From an optimization exercise on the open Yosys and OpenROAD flow, aimed at small area and a short achievable clock period; shortcuts taken in it are not production practice. The RTL was checked by simulation tests, not by an equivalence proof against the original design. Power is estimated from default activity; no workload was simulated.

## exp/raven
## reg_alu_core
module reg_alu_core
#(
  parameter int unsigned WIDTH = 32,
  parameter int unsigned NREGS = 32
) (
  input  logic                     clk,
  input  logic                     reset,
  input  logic [$clog2(NREGS)-1:0] rs_addr,
  input  logic [$clog2(NREGS)-1:0] rt_addr,
  input  logic [$clog2(NREGS)-1:0] wr_addr,
  input  logic [WIDTH-1:0]         wr_data,
  input  logic                     reg_write,
  input  logic                     alu_op0,
  input  logic                     alu_op1,
  input  logic [5:0]               funct,
  input  logic                     alu_src,
  input  logic [WIDTH-1:0]         imm,
  output logic [WIDTH-1:0]         read_data1,
  output logic [WIDTH-1:0]         read_data2,
  output logic [WIDTH-1:0]         alu_result,
  output logic                     zero,
  output logic                     cout
);
  logic [2:0]       op;
  logic [WIDTH-1:0] a, b, b_eff, sum;
  logic             sub, carry, less, zero_sum;
  logic             is_and, is_or, is_arith, is_slt;
  regfile #(
    .Width (WIDTH),
    .NRegs (NREGS)
  ) u_regfile (
    .clk_i     (clk),
    .rst_ni    (reset),
    .rs_addr_i (rs_addr),
    .rt_addr_i (rt_addr),
    .wr_addr_i (wr_addr),
    .wr_data_i (wr_data),
    .we_i      (reg_write),
    .rs_data_o (read_data1),
    .rt_data_o (read_data2)
  );
  alu_decode u_alu_decode (
    .alu_op0_i (alu_op0),
    .alu_op1_i (alu_op1),
    .funct_i   (funct),
    .op_o      (op)
  );
  assign sub      = op[2];
  assign is_and   = (op == alu_pkg::OpAnd);
  assign is_or    = (op == alu_pkg::OpOr);
  assign is_arith = (op == alu_pkg::OpAdd) | (op == alu_pkg::OpSub);
  assign is_slt   = (op == alu_pkg::OpSlt);
  assign a     = read_data1;
  assign b     = alu_src ? imm : read_data2;
  ...
Size: roughly 2800 cells after synthesis, ~190 I/O pins, about 45000 sq um of cells after synthesis.
==> module reg_alu_core, before the edit <==
module reg_alu_core
#(
  parameter int unsigned WIDTH = 32,
  parameter int unsigned NREGS = 32
) (
  input  logic                     clk,
  input  logic                     reset,
  input  logic [$clog2(NREGS)-1:0] rs_addr,
  input  logic [$clog2(NREGS)-1:0] rt_addr,
  input  logic [$clog2(NREGS)-1:0] wr_addr,
  input  logic [WIDTH-1:0]         wr_data,
  input  logic                     reg_write,
  input  logic                     alu_op0,
  input  logic                     alu_op1,
  input  logic [5:0]               funct,
  input  logic                     alu_src,
  input  logic [WIDTH-1:0]         imm,
  output logic [WIDTH-1:0]         read_data1,
  output logic [WIDTH-1:0]         read_data2,
  output logic [WIDTH-1:0]         alu_result,
  output logic                     zero,
  output logic                     cout
);
  logic [2:0]       op;
  logic [WIDTH-1:0] a, b, b_eff, sum;
  logic             sub, carry, less, zero_sum;
  logic             is_and, is_or, is_arith, is_slt;
  regfile #(
    .Width (WIDTH),
    .NRegs (NREGS)
  ) u_regfile (
    .clk_i     (clk),
    .rst_ni    (reset),
    .rs_addr_i (rs_addr),
    .rt_addr_i (rt_addr),
    .wr_addr_i (wr_addr),
    .wr_data_i (wr_data),
    .we_i      (reg_write),
    .rs_data_o (read_data1),
    .rt_data_o (read_data2)
  );
  alu_decode u_alu_decode (
    .alu_op0_i (alu_op0),
    .alu_op1_i (alu_op1),
    .funct_i   (funct),
    .op_o      (op)
  );
  assign sub      = op[2];
  assign is_and   = (op == alu_pkg::OpAnd);
  assign is_or    = (op == alu_pkg::OpOr);
  assign is_arith = (op == alu_pkg::OpAdd) | (op == alu_pkg::OpSub);
  assign is_slt   = (op == alu_pkg::OpSlt);
  assign a     = read_data1;
  assign b     = alu_src ? imm : read_data2;
  assign b_eff = b ^ {WIDTH{sub}};
  logic [WIDTH-1:0] p, g, c_n;
  logic [WIDTH:0]   c;
  alu_xor #(.Width(WIDTH)) u_p (.a_i(a), .b_i(b_eff), .y_o(p));
  assign g = a & b_eff;
  alu_prefix #(.Width(WIDTH)) u_prefix (
    .g_i   (g),
    .p_i   (p),
    .cin_i (sub),
    .c_no  (c_n)
  );
  assign c[0]       = sub;
  assign c[WIDTH:1] = ~c_n;
  assign sum        = p ^ c[WIDTH-1:0];
  assign carry      = c[WIDTH];
  logic zero_and, zero_or;
  alu_zero #(.Width(WIDTH)) u_zero (
    .a_i        (a),
    .b_i        (b_eff),
    .p_i        (p),
    .g_i        (g),
    .cin_i      (sub),
    .zero_sum_o (zero_sum),
    .zero_and_o (zero_and),
    .zero_or_o  (zero_or)
  );
  logic             sign_diff, res0_early, res0_on_carry;
  logic [WIDTH-1:0] res_other;
  assign sign_diff = a[WIDTH-1] ^ b[WIDTH-1];
  assign less      = sign_diff ? a[WIDTH-1] : ~c[WIDTH-1];
  assign res_other = ({WIDTH{is_and}}   & (a & b)) |
                     ({WIDTH{is_or}}    & (a | b)) |
                     ({WIDTH{is_arith}} & sum);
  assign res0_early    = res_other[0] | (is_slt & sign_diff & a[WIDTH-1]);
  assign res0_on_carry = is_slt & ~sign_diff;
  alu_late_or u_res0 (
    .early_i (res0_early),
    .en_i    (res0_on_carry),
    .late_i  (c_n[WIDTH-2]),
    .y_o     (alu_result[0])
  );
  assign alu_result[WIDTH-1:1] = res_other[WIDTH-1:1];
  alu_zero_sel u_zero_sel (
    .zero_and_i   (zero_and),
    .zero_or_i    (zero_or),
    .zero_sum_i   (zero_sum),
    .en_and_i     (is_and),
    .en_or_i      (is_or),
    .en_sum_i     (is_arith),
    .early_i      (is_slt & sign_diff & ~a[WIDTH-1]),
    .en_carry_i   (is_slt & ~sign_diff),
    .carry_n_i    (c_n[WIDTH-2]),
    .zero_o       (zero)
  );
  assign cout = (is_arith | is_slt) & carry;
endmodule
==> module alu_xor, before the edit <==
module alu_xor #(
  parameter int unsigned Width = 32
) (
  input  logic [Width-1:0] a_i,
  input  logic [Width-1:0] b_i,
  output logic [Width-1:0] y_o
);
  assign y_o = a_i ^ b_i;
endmodule
export LEC_CHECK = 0
export CAP_MARGIN = 20
export CORE_MARGIN = 2
export CORE_UTILIZATION = 45
export CTS_CLUSTER_DIAMETER = 80
export CTS_CLUSTER_SIZE = 20
export SETUP_SLACK_MARGIN = 4
export SLEW_MARGIN = 20
export SYNTH_HIERARCHICAL = 1
export TNS_END_PERCENT = 0
create_clock -name core_clock -period 12.0 [get_ports {clk}]
standard.sh (not shown) runs the stock make flow with config.mk's settings and CLKGATE_MAP_FILE= SYNTH_SCRIPT=/design/flow/synth_recipe.tcl, a recipe that flattens the netlist after the stock synthesis.
==> flow/flow/run.sh <==
#!/bin/bash
# The standard layout (standard synthesis included), with two resizer settings changed:
#  - port buffers are buf_2 cells instead of the default pick (a delay cell);
#  - gate sizing may swap a cell for one with a different footprint (the platform's
#    MATCH_CELL_FOOTPRINT=1 limits it to same-footprint swaps).
# Each ORFS step writes its full log under orfs/logs/; make's own output goes to make.log.
set -euo pipefail
bash standard.sh MATCH_CELL_FOOTPRINT=0 \
  "BUFFER_PORTS_ARGS=-buffer_cell sky130_fd_sc_hd__buf_2" finish > make.log 2>&1
test -f out/final.def
Modified inputs, exp/amber compared to exp/raven
--- a/flow/design.v
+++ b/flow/design.v
@@ -185,5 +185,5 @@
   logic [WIDTH-1:0] p, g, c_n;
   logic [WIDTH:0]   c;
-  alu_xor #(.Width(WIDTH)) u_p (.a_i(a), .b_i(b_eff), .y_o(p));
+  assign p = a ^ b_eff;
   assign g = a & b_eff;
   alu_prefix #(.Width(WIDTH)) u_prefix (
@@ -402,11 +402,2 @@
                   early_i | (en_carry_i & ~carry_n_i);
 endmodule
-module alu_xor #(
-  parameter int unsigned Width = 32
-) (
-  input  logic [Width-1:0] a_i,
-  input  logic [Width-1:0] b_i,
-  output logic [Width-1:0] y_o
-);
-  assign y_o = a_i ^ b_i;
-endmodule
--- outcome ---
- exp/amber against exp/raven: core region area now sits lower, combinational group share of total power rose 0.5 points, synthesized netlist cell count shows a reduction of 31, sequential portion of the cell area went down.
- exp/raven -> exp/amber: cell area after placement decreased slightly
- In the reports for exp/amber and exp/raven, the larger average cell area after synthesis belongs to exp/amber.
- Re total via count after detailed routing: exp/amber is about 1.6% up on exp/raven.
- The starting density of the core of exp/amber is higher than that of exp/raven.
- Between exp/amber and exp/raven, the global-route usage is higher for exp/amber.
- The power share of the clock group in exp/amber was lower than what exp/raven gave.
- Setup slack: exp/amber more than exp/raven
- Going from exp/raven to exp/amber, design area +0.45%, depth of the critical timing path with buffers and inverters included +1, number of fill cells in the layout -133.

[separate check: timing with driven ports]
Ports are ideal in the flow. The routed layouts listed here were re-timed in OpenROAD. Step 1 sets driving cells, clkbuf_16 on the clock port and buf_2 on the other inputs (assumed; they add their load-dependent delay and slew). Step 2 adds t to the input delays and takes it off the output delays; t is the mean of the earliest and latest rising clock arrival at the registers after step 1. Input paths then give back, and output paths get back, about the clock's delay inside the block. Slacks: ideal / step 1 / step 2; pairs: ideal / step 1.
run | t (ns) | setup slack, ns | worst data-port slew with drivers (ns) | cell pins on the clock port's net
exp/raven | 0.745 | 2.661 / 2.637 / 2.637 | 0.10 | 1
exp/amber | 0.751 | 2.739 / 2.672 / 2.672 | 0.13 | 1
After both steps every run listed still meets setup and hold. The setup slack of exp/amber, which loses most, moves by -0.067 ns with the drivers and by -0.067 ns with both steps.
